This is an optimization exercise on Yosys and OpenROAD, whose aim is small area and a short achievable clock period, not a production implementation. RTL that was checked went through simulation tests only; none was proved equivalent to the original. Power is estimated from default activity; no workload was simulated.

## run A
// pic_ctrl
module pic_ctrl
(
  input  logic        clk,
  input  logic        rst,
  input  logic [31:0] extintsrc_req,
  input  logic        picm_rden,
  input  logic        picm_wren,
  input  logic [31:0] picm_rdaddr,
  input  logic [31:0] picm_wraddr,
  input  logic [31:0] picm_wr_data,
  input  logic [3:0]  meipt,
  input  logic [3:0]  meicurpl,
  output logic [31:0] picm_rd_data,
  output logic [7:0]  claimid,
  output logic [3:0]  pl,
  output logic        mexintpend,
  output logic        mhwakeup
);
  logic        wk_prio, wk_en, wk_gw, wk_clr, wk_pc;
  logic [3:0]  wlo;    
  logic [7:0]  whi;    
  logic [1:0]  wd;
  logic [3:0]  wq;     
  logic        cfg_rst;
  logic        priord;
  logic [3:0]  q      [32];
  logic [31:0] en, pol, typ;
  logic [31:0] s1, edgep;
  logic [31:0] cand;
  logic [1:0]  hmax;
  logic [31:0] rd_q;
  logic [4:0]  id_q;
  logic [3:0]  pl_q;
  logic        pend_q, wake_q;
  logic [31:0] wsel;
  logic        wd0, wd1;
  logic        priord_n, flip;
  logic [3:0]  q_n    [32];
  ...
clock: 8.5 ns
lec_check: 0
abc_area: 1
cap_margin: 20
core_margin: 2
core_utilization: 60
cts_cluster_diameter: 80
cts_cluster_size: 24
setup_slack_margin: 4.7
slew_margin: 20
tns_end_percent: 5
standard.sh (not shown) runs the stock make flow with config.mk's settings and CLKGATE_MAP_FILE= SYNTH_SCRIPT=/design/flow/synth_recipe.tcl, a recipe that flattens the netlist after the stock synthesis.
==> flow/flow/run.sh <==
#!/bin/bash
# Own layout flow: the standard ORFS flow (standard synthesis), with the smallest buffer on
# the ports instead of the delay cell the resizer picks. Every tool's output goes to a log here.
set -euo pipefail
W=$(pwd)
# The flow settings of config.mk also go on make's command line, as in standard.sh.
KNOBS=()
while read -r kw k eq v; do
  case "$k" in
    PLATFORM|DESIGN_NAME|DESIGN_NICKNAME|VERILOG_FILES|SDC_FILE|NUM_CORES|LEC_CHECK) ;;
    *) [[ "$kw" == export && "$eq" == "=" ]] && KNOBS+=("$k=$v") ;;
  esac
done < "$W/config.mk"
echo "knobs: ${KNOBS[*]}" > "$W/knobs.log"
make -C "$FLOW_HOME" DESIGN_CONFIG="$W/config.mk" WORK_HOME="$W/orfs" CLKGATE_MAP_FILE= \
  SYNTH_SCRIPT="$W/synth_recipe.tcl" \
  BUFFER_PORTS_ARGS="-buffer_cell sky130_fd_sc_hd__buf_1" \
  "${KNOBS[@]}" finish > "$W/make.log" 2>&1
R="$W/orfs/results/$FLOW_PLATFORM/pic_ctrl/base"
: # left out here: write the final layout as DEF
Input changes introduced in run B (baseline for comparison: run A):
--- a/flow/config.mk
+++ b/flow/config.mk
@@ -11 +11 @@
-export CORE_UTILIZATION = 60
+export CORE_UTILIZATION = 66
@@ -14 +14 @@
-export SETUP_SLACK_MARGIN = 4.7
+export SETUP_SLACK_MARGIN = 5
Results
- Diff run A..run B | combinational power | negligible
- Design area delta (run B − run A): unfavourable
- Worst-skew pair later-pin latency: run B vs run A, no meaningful difference
- Run A → run B: buffering stage count on the worst path with inverters included grew by 2; sequential portion of the cell area did not really move; final hold slack was more or less identical; final critical path time including I/O delays and setup shows a reduction of 0.25 ns.
- Maximum frequency improves in run B relative to run A.
For run C, these inputs were changed with respect to run B:
--- a/flow/config.mk
+++ b/flow/config.mk
@@ -11,3 +11,3 @@
-export CORE_UTILIZATION = 66
-export CTS_CLUSTER_DIAMETER = 80
-export CTS_CLUSTER_SIZE = 24
+export CORE_UTILIZATION = 60
+export CTS_CLUSTER_DIAMETER = 90
+export CTS_CLUSTER_SIZE = 27
Results
- Run C has final instance area below what run B had.
- In the reports for run B and run C, the larger data required time at the worst endpoint belongs to run C.
- Run C was carried through to the last stage, and its layout satisfied the timing, design-rule and antenna checks.
- Run C vs run B: total via count in the routed design down by a few percent
- Compared with run B, run C shows a iteration-0 DRC count of the detailed router that is 28% lower.
Input-level comparison between run D and run C:
--- a/flow/config.mk
+++ b/flow/config.mk
@@ -12,2 +12,2 @@
-export CTS_CLUSTER_DIAMETER = 90
-export CTS_CLUSTER_SIZE = 27
+export CTS_CLUSTER_DIAMETER = 80
+export CTS_CLUSTER_SIZE = 24
[summary]
Worst hold slack in run D is 0.0040 ns lower than in run C
Run D ends up with a final cell count that is 19 higher than in run C.
Combinational fraction of design power: run D vs run C down 0.3 points
Of the two values seen for highest-delay cell along the critical path, sky130_fd_sc_hd__nor2_2 was produced by run C and sky130_fd_sc_hd__clkbuf_4 by run D.
Fraction of area in registers: run D < run C
Diff run C -> run D: power rose by 2.6%; worst setup slack rose by 0.046 ns.
Maximum clock rate (run D over run C): increase, 3.6 MHz

========
== wip/xenon ==
Another version of the RTL of pic_ctrl (not shown whole).
Size: about 190 I/O pins, roughly 21000 µm² of cells after synthesis.
// pic_ctrl
module pic_ctrl
(
  input  logic        clk,
  input  logic        rst,
  input  logic [31:0] extintsrc_req,
  input  logic        picm_rden,
  input  logic        picm_wren,
  input  logic [31:0] picm_rdaddr,
  input  logic [31:0] picm_wraddr,
  input  logic [31:0] picm_wr_data,
  input  logic [3:0]  meipt,
  input  logic [3:0]  meicurpl,
  output logic [31:0] picm_rd_data,
  output logic [7:0]  claimid,
  output logic [3:0]  pl,
  output logic        mexintpend,
  output logic        mhwakeup
);
clock: 8.5 ns
lec_check: 0
abc_area: 1
cap_margin: 20
core_margin: 2
core_utilization: 50
setup_slack_margin: 5
slew_margin: 20
tns_end_percent: 5
run.sh (not shown) runs the stock make flow with config.mk's settings and CLKGATE_MAP_FILE= SYNTH_SCRIPT=/design/flow/synth_recipe.tcl, a recipe that flattens the netlist after the stock synthesis.
Stock flow here: none of the scripts above is used.
wip/xenon went all the way through the flow, and no timing, DRC or antenna check failed.
Relative to wip/xenon, the following input files were edited for wip/willow:
# wip/xenon
export LEC_CHECK = 0
export ABC_AREA = 1
export CAP_MARGIN = 20
export CORE_MARGIN = 2
export CORE_UTILIZATION = 50
export SETUP_SLACK_MARGIN = 5
export SLEW_MARGIN = 20
export TNS_END_PERCENT = 5
create_clock -name core_clock -period 8.5 [get_ports {clk}]
# wip/willow
export LEC_CHECK = 0
export ABC_AREA = 1
export CAP_MARGIN = 20
export CORE_MARGIN = 2
export CORE_UTILIZATION = 50
export SLEW_MARGIN = 20
export TNS_END_PERCENT = 5
create_clock -name core_clock -period 8.5 [get_ports {clk}]
==> flow/flow/run.sh (new file) <==
#!/bin/bash
# Own layout flow: the standard ORFS flow, with a different ABC mapping script for the
# combinational logic, the smallest buffer on the ports, and timing repair aimed at a period
# of 2.8 ns (setup margin 5.7 ns at the 8.5 ns clock). Every tool's output goes to a log here.
set -euo pipefail
W=$(pwd)
rm -rf "$W/scripts_local"
mkdir -p "$W/scripts_local"
cp -r "$FLOW_HOME/scripts/." "$W/scripts_local/"
cp "$W/flow/abc_area.script" "$W/scripts_local/abc_area.script"
# The flow settings of config.mk also go on make's command line, as in standard.sh.
KNOBS=()
while read -r kw k eq v; do
  case "$k" in
    PLATFORM|DESIGN_NAME|DESIGN_NICKNAME|VERILOG_FILES|SDC_FILE|NUM_CORES|LEC_CHECK) ;;
    *) [[ "$kw" == export && "$eq" == "=" ]] && KNOBS+=("$k=$v") ;;
  esac
done < "$W/config.mk"
echo "knobs: ${KNOBS[*]}" > "$W/knobs.log"
make -C "$FLOW_HOME" DESIGN_CONFIG="$W/config.mk" WORK_HOME="$W/orfs" CLKGATE_MAP_FILE= \
  SYNTH_SCRIPT="$W/synth_recipe.tcl" SCRIPTS_DIR="$W/scripts_local" \
  BUFFER_PORTS_ARGS="-buffer_cell sky130_fd_sc_hd__buf_1" \
  "${KNOBS[@]}" SETUP_SLACK_MARGIN=5.7 finish > "$W/make.log" 2>&1
R="$W/orfs/results/$FLOW_PLATFORM/pic_ctrl/base"
: # left out here: write the final layout as DEF
==> flow/flow/abc_area.script (new file) <==
strash; dc2; strash; &get -n; &dch -f; &nf -R 1000; &put; topo
==> flow/standard.sh (new file) <==
#!/bin/bash
# synth_recipe.tcl (not shown) runs the flow's synth.tcl, then flattens the netlist and writes it again
# the make line also repeats each setting of config.mk as NAME=value (left out here)
make -C /OpenROAD-flow-scripts/flow DESIGN_CONFIG=/design/flow/config.mk WORK_HOME=/design/flow/orfs CLKGATE_MAP_FILE= SYNTH_SCRIPT=/design/flow/synth_recipe.tcl "${@:-finish}"
removed: flow/run.sh
--- outcome ---
Summary of wip/willow over wip/xenon: area fraction in compound gates after synthesis increased 4.0 points, global-route usage over all layers increased 6.2 points, buffering overhead increased 0.66 points.
Estimated wirelength of the detail-placed design (wip/willow vs. wip/xenon) decreases slightly
wip/willow: met2 routing resource usage after global routing higher than wip/xenon
wip/willow against wip/xenon: routed wire length now larger, number of non-clock buffers now sits higher.
Every run in the comparison, wip/xenon and wip/willow, completed the flow with a clean layout.
Between wip/xenon and wip/willow, the flow reports finished layout cell area decreasing slightly.
Higher final hold slack goes to wip/xenon over wip/willow.
wip/willow vs wip/xenon, capture point of the critical path: rd_q[0]$_DFF_P_ vs cand[24]$_DFF_P_
Global-route wire length before repair was higher in the run labelled wip/willow.
Input changes introduced in wip/delta (baseline for comparison: wip/willow):
# wip/willow
export LEC_CHECK = 0
export ABC_AREA = 1
export CAP_MARGIN = 20
export CORE_MARGIN = 2
export CORE_UTILIZATION = 50
export SLEW_MARGIN = 20
export TNS_END_PERCENT = 5
create_clock -name core_clock -period 8.5 [get_ports {clk}]
# wip/delta
export LEC_CHECK = 0
export ABC_AREA = 1
export CAP_MARGIN = 20
export CORE_MARGIN = 2
export CORE_UTILIZATION = 50
export SETUP_SLACK_MARGIN = 5
export SLEW_MARGIN = 20
export TNS_END_PERCENT = 5
create_clock -name core_clock -period 8.5 [get_ports {clk}]
-- flow/flow/run.sh --
<<< wip/willow, line 3
# combinational logic, the smallest buffer on the ports, and timing repair aimed at a period
# of 2.8 ns (setup margin 5.7 ns at the 8.5 ns clock). Every tool's output goes to a log here.
>>> wip/delta, line 3
# combinational logic and the smallest buffer on the ports. Every tool's output goes to a log here.
<<< wip/willow, line 23
  "${KNOBS[@]}" SETUP_SLACK_MARGIN=5.7 finish > "$W/make.log" 2>&1
>>> wip/delta, line 22
  "${KNOBS[@]}" finish > "$W/make.log" 2>&1
## What came out
Fmax: wip/willow vs wip/delta — no meaningful difference. Summary of wip/delta over wip/willow: depth of the worst register-to-register path went down 3, fraction of area in multi-input gates comparable, number of global-route vias before repair shrank by 2.2%. wip/delta against wip/willow: post-route fraction of the period consumed by the critical path now sits at about the same level; register cell area after layout now sits at about the same level; overall power after layout now sits lower; synthesized netlist cell count now sits at about the same level. Compared wip/delta against wip/willow; stage delay of the slowest cell on the critical path within noise.

========
Another version of the RTL of pic_ctrl (not shown whole).
For scale: roughly 3000 cells after synthesis, roughly 370 flip-flops, ~190 I/O pins, about 20000 µm² of cells after synthesis.
clock: 8.5 ns
lec_check: 0
abc_area: 1
cap_margin: 20
core_margin: 2
core_utilization: 40
setup_slack_margin: 5
slew_margin: 20
Stock flow here: none of the scripts above is used.
The starting point ran to the end with no violations.
==> next run, changes <==
--- a/flow/config.mk
+++ b/flow/config.mk
@@ -7,3 +7,2 @@
 export LEC_CHECK = 0
-export ABC_AREA = 1
 export CAP_MARGIN = 20
Effect: The changed run produced a clean layout. Clock-buffer cell count fell by 2. Cell area stays flat. First-iteration DRC count rose by a quarter to a third. Worst hold slack gets better by 0.0096 ns. Routed wire length rose by a quarter to a third.
Function was not checked in any run of this note: the RTL went through the layout flow alone.

========
Setup of build 49:
pic_ctrl, a different RTL version from the one above (not shown whole).
For scale: about 3200 cells after synthesis, about 380 flip-flops, about 190 I/O pins.
export LEC_CHECK = 0
export ABC_AREA = 1
export CAP_MARGIN = 20
export CORE_MARGIN = 2
export CORE_UTILIZATION = 60
export CTS_CLUSTER_DIAMETER = 80
export CTS_CLUSTER_SIZE = 24
export SETUP_SLACK_MARGIN = 5
export SLEW_MARGIN = 20
export TNS_END_PERCENT = 15
create_clock -name core_clock -period 8.5 [get_ports {clk}]
standard.sh (not shown) runs the stock make flow with config.mk's settings and CLKGATE_MAP_FILE= SYNTH_SCRIPT=/design/flow/synth_recipe.tcl, a recipe that flattens the netlist after the stock synthesis.
==> flow/flow/run.sh <==
#!/bin/bash
# Own layout flow: the standard ORFS flow (standard synthesis), with the smallest buffer on
# the ports instead of the delay cell the resizer picks. Every tool's output goes to a log here.
set -euo pipefail
W=$(pwd)
# The flow settings of config.mk also go on make's command line, as in standard.sh.
KNOBS=()
while read -r kw k eq v; do
  case "$k" in
    PLATFORM|DESIGN_NAME|DESIGN_NICKNAME|VERILOG_FILES|SDC_FILE|NUM_CORES|LEC_CHECK) ;;
    *) [[ "$kw" == export && "$eq" == "=" ]] && KNOBS+=("$k=$v") ;;
  esac
done < "$W/config.mk"
echo "knobs: ${KNOBS[*]}" > "$W/knobs.log"
make -C "$FLOW_HOME" DESIGN_CONFIG="$W/config.mk" WORK_HOME="$W/orfs" CLKGATE_MAP_FILE= \
  SYNTH_SCRIPT="$W/synth_recipe.tcl" \
  BUFFER_PORTS_ARGS="-buffer_cell sky130_fd_sc_hd__buf_1" \
  "${KNOBS[@]}" finish > "$W/make.log" 2>&1
R="$W/orfs/results/$FLOW_PLATFORM/pic_ctrl/base"
: # left out here: write the final layout as DEF
Looking at the reports, build 49 completed the entire flow and the layout it produced met the timing, design-rule and antenna checks.
> inputs changed (build 49 -> build 12)
- swapping 15 for 5 in TNS_END_PERCENT
Comparing build 49 against build 12, there is no change at all in setup slack. From build 12 to build 49, number of antenna-violating nets in the routed design did not move at all. Synthesis-to-layout area growth came out exactly the same in build 12 and build 49. Reported for build 12 and build 49, non-clock inverter instance count of the final layout turned out identical to the last digit. Per the comparison of build 12 with build 49, clock share of power level, sum of negative setup slack level, final non-filler cell area level. Total wire length after detailed routing: build 12 vs build 49 identical. From build 12 to build 49, number of unique standard cell types used by synthesis did not move at all.
Input changes introduced in build 93 (baseline for comparison: build 12):
- CTS_CLUSTER_DIAMETER: 80 -> unset
- CTS_CLUSTER_SIZE: 24 -> unset
- CORE_UTILIZATION: 60 -> 50
Notes after the runs:
Power: build 93 draws more than build 12
Build 12 -> build 93: synthesized cell count delta 0, exact match
Diff build 12 -> build 93 | power of the clock network | increase of about 64%
Build 93 — via count 0.93% lower, build 12 as reference
Build 12 was smaller in final cell area than build 93.
Post-detailed-route via-to-cell ratio, build 12 and build 93: smaller value in build 93
In build 93, the power share of the combinational group came out 3.7 points below the value in build 12.
Input changes introduced in build 11 (baseline for comparison: build 93):
- an added CTS_CLUSTER_SIZE of 30
- an added CTS_BUF_LIST of sky130_fd_sc_hd__clkbuf_4 sky130_fd_sc_hd__clkbuf_8
[summary]
Build 11: no failed stages, no open violations at the end
Build 11 reports a lower total area of multi-input combinational cells than build 93 does.
combinational logic as the power group with the largest share was reported by build 93, and sequential cells by build 11.
Taking build 93 as the reference, in build 11 cell count climbed about 0.7%; number of antenna violations at the first check in global routing grew by 2; utilization of the core after routing went down by 0.84 points.
Per the comparison of build 11 with build 93, clock-buffer cell count went up by 36; delay of the slowest cell on the worst path went up by 0.54 ns; number of setup buffers added after CTS went down by 3.

-- static timing again, ports no longer ideal --
No port has a modelled driver above. Below, the same layouts with a new extraction and two added sets of constraints.
Step 1 assumes that a clkbuf_16 drives the clock port and a buf_2 every other input.
Step 2 times the ports against the registers' clock, not the clock port: input delays grow and output delays shrink by t, the midpoint of the rising clock arrivals with the driver on.
Slacks: no drivers / after step 1 / after step 2; pairs: no drivers / after step 1.
run | t (ns) | setup WS [ns] | hold WS [ns] | slew at the worst register clock pin (ns) | pins driven straight from the clock port
run A | 0.599 | 4.664 / 4.670 / 4.095 | 0.480 / 0.480 / 0.480 | 0.11 / 0.11 | 1
run B | 0.588 | 4.918 / 4.918 / 4.437 | 0.478 / 0.478 / 0.478 | 0.10 / 0.10 | 1
run C | 0.585 | 4.902 / 4.924 / 4.339 | 0.481 / 0.481 / 0.481 | 0.11 / 0.11 | 1
run D | 0.599 | 4.948 / 4.966 / 4.368 | 0.477 / 0.477 / 0.477 | 0.11 / 0.11 | 1
wip/xenon | 0.643 | 5.018 / 5.018 / 4.418 | 0.501 / 0.501 / 0.501 | 0.07 / 0.07 | 1
wip/willow | 0.617 | 4.730 / 4.764 / 4.147 | 0.482 / 0.482 / 0.482 | 0.07 / 0.07 | 1
wip/delta | 0.647 | 4.736 / 4.753 / 4.105 | 0.476 / 0.476 / 0.476 | 0.07 / 0.07 | 1
the first run of note 3 | 0.647 | 3.956 / 3.956 / 3.820 | 0.467 / 0.467 / 0.467 | 0.07 / 0.07 | 1
the second run of note 3 | 0.658 | 3.912 / 3.912 / 3.891 | 0.477 / 0.477 / 0.477 | 0.07 / 0.07 | 1
build 49 | 0.615 | 5.009 / 5.042 / 4.426 | 0.496 / 0.496 / 0.496 | 0.10 / 0.10 | 1
build 12 | 0.615 | 5.009 / 5.042 / 4.426 | 0.496 / 0.496 / 0.496 | 0.10 / 0.10 | 1
build 93 | 0.646 | 4.946 / 4.981 / 4.335 | 0.485 / 0.485 / 0.485 | 0.07 / 0.07 | 1
build 11 | 0.682 | 4.891 / 4.927 / 4.244 | 0.486 / 0.486 / 0.486 | 0.07 / 0.07 | 1
After both steps every run listed still meets setup and hold. The setup slack of build 11, which loses most, moves by +0.036 ns with the drivers and by -0.647 ns with both steps.
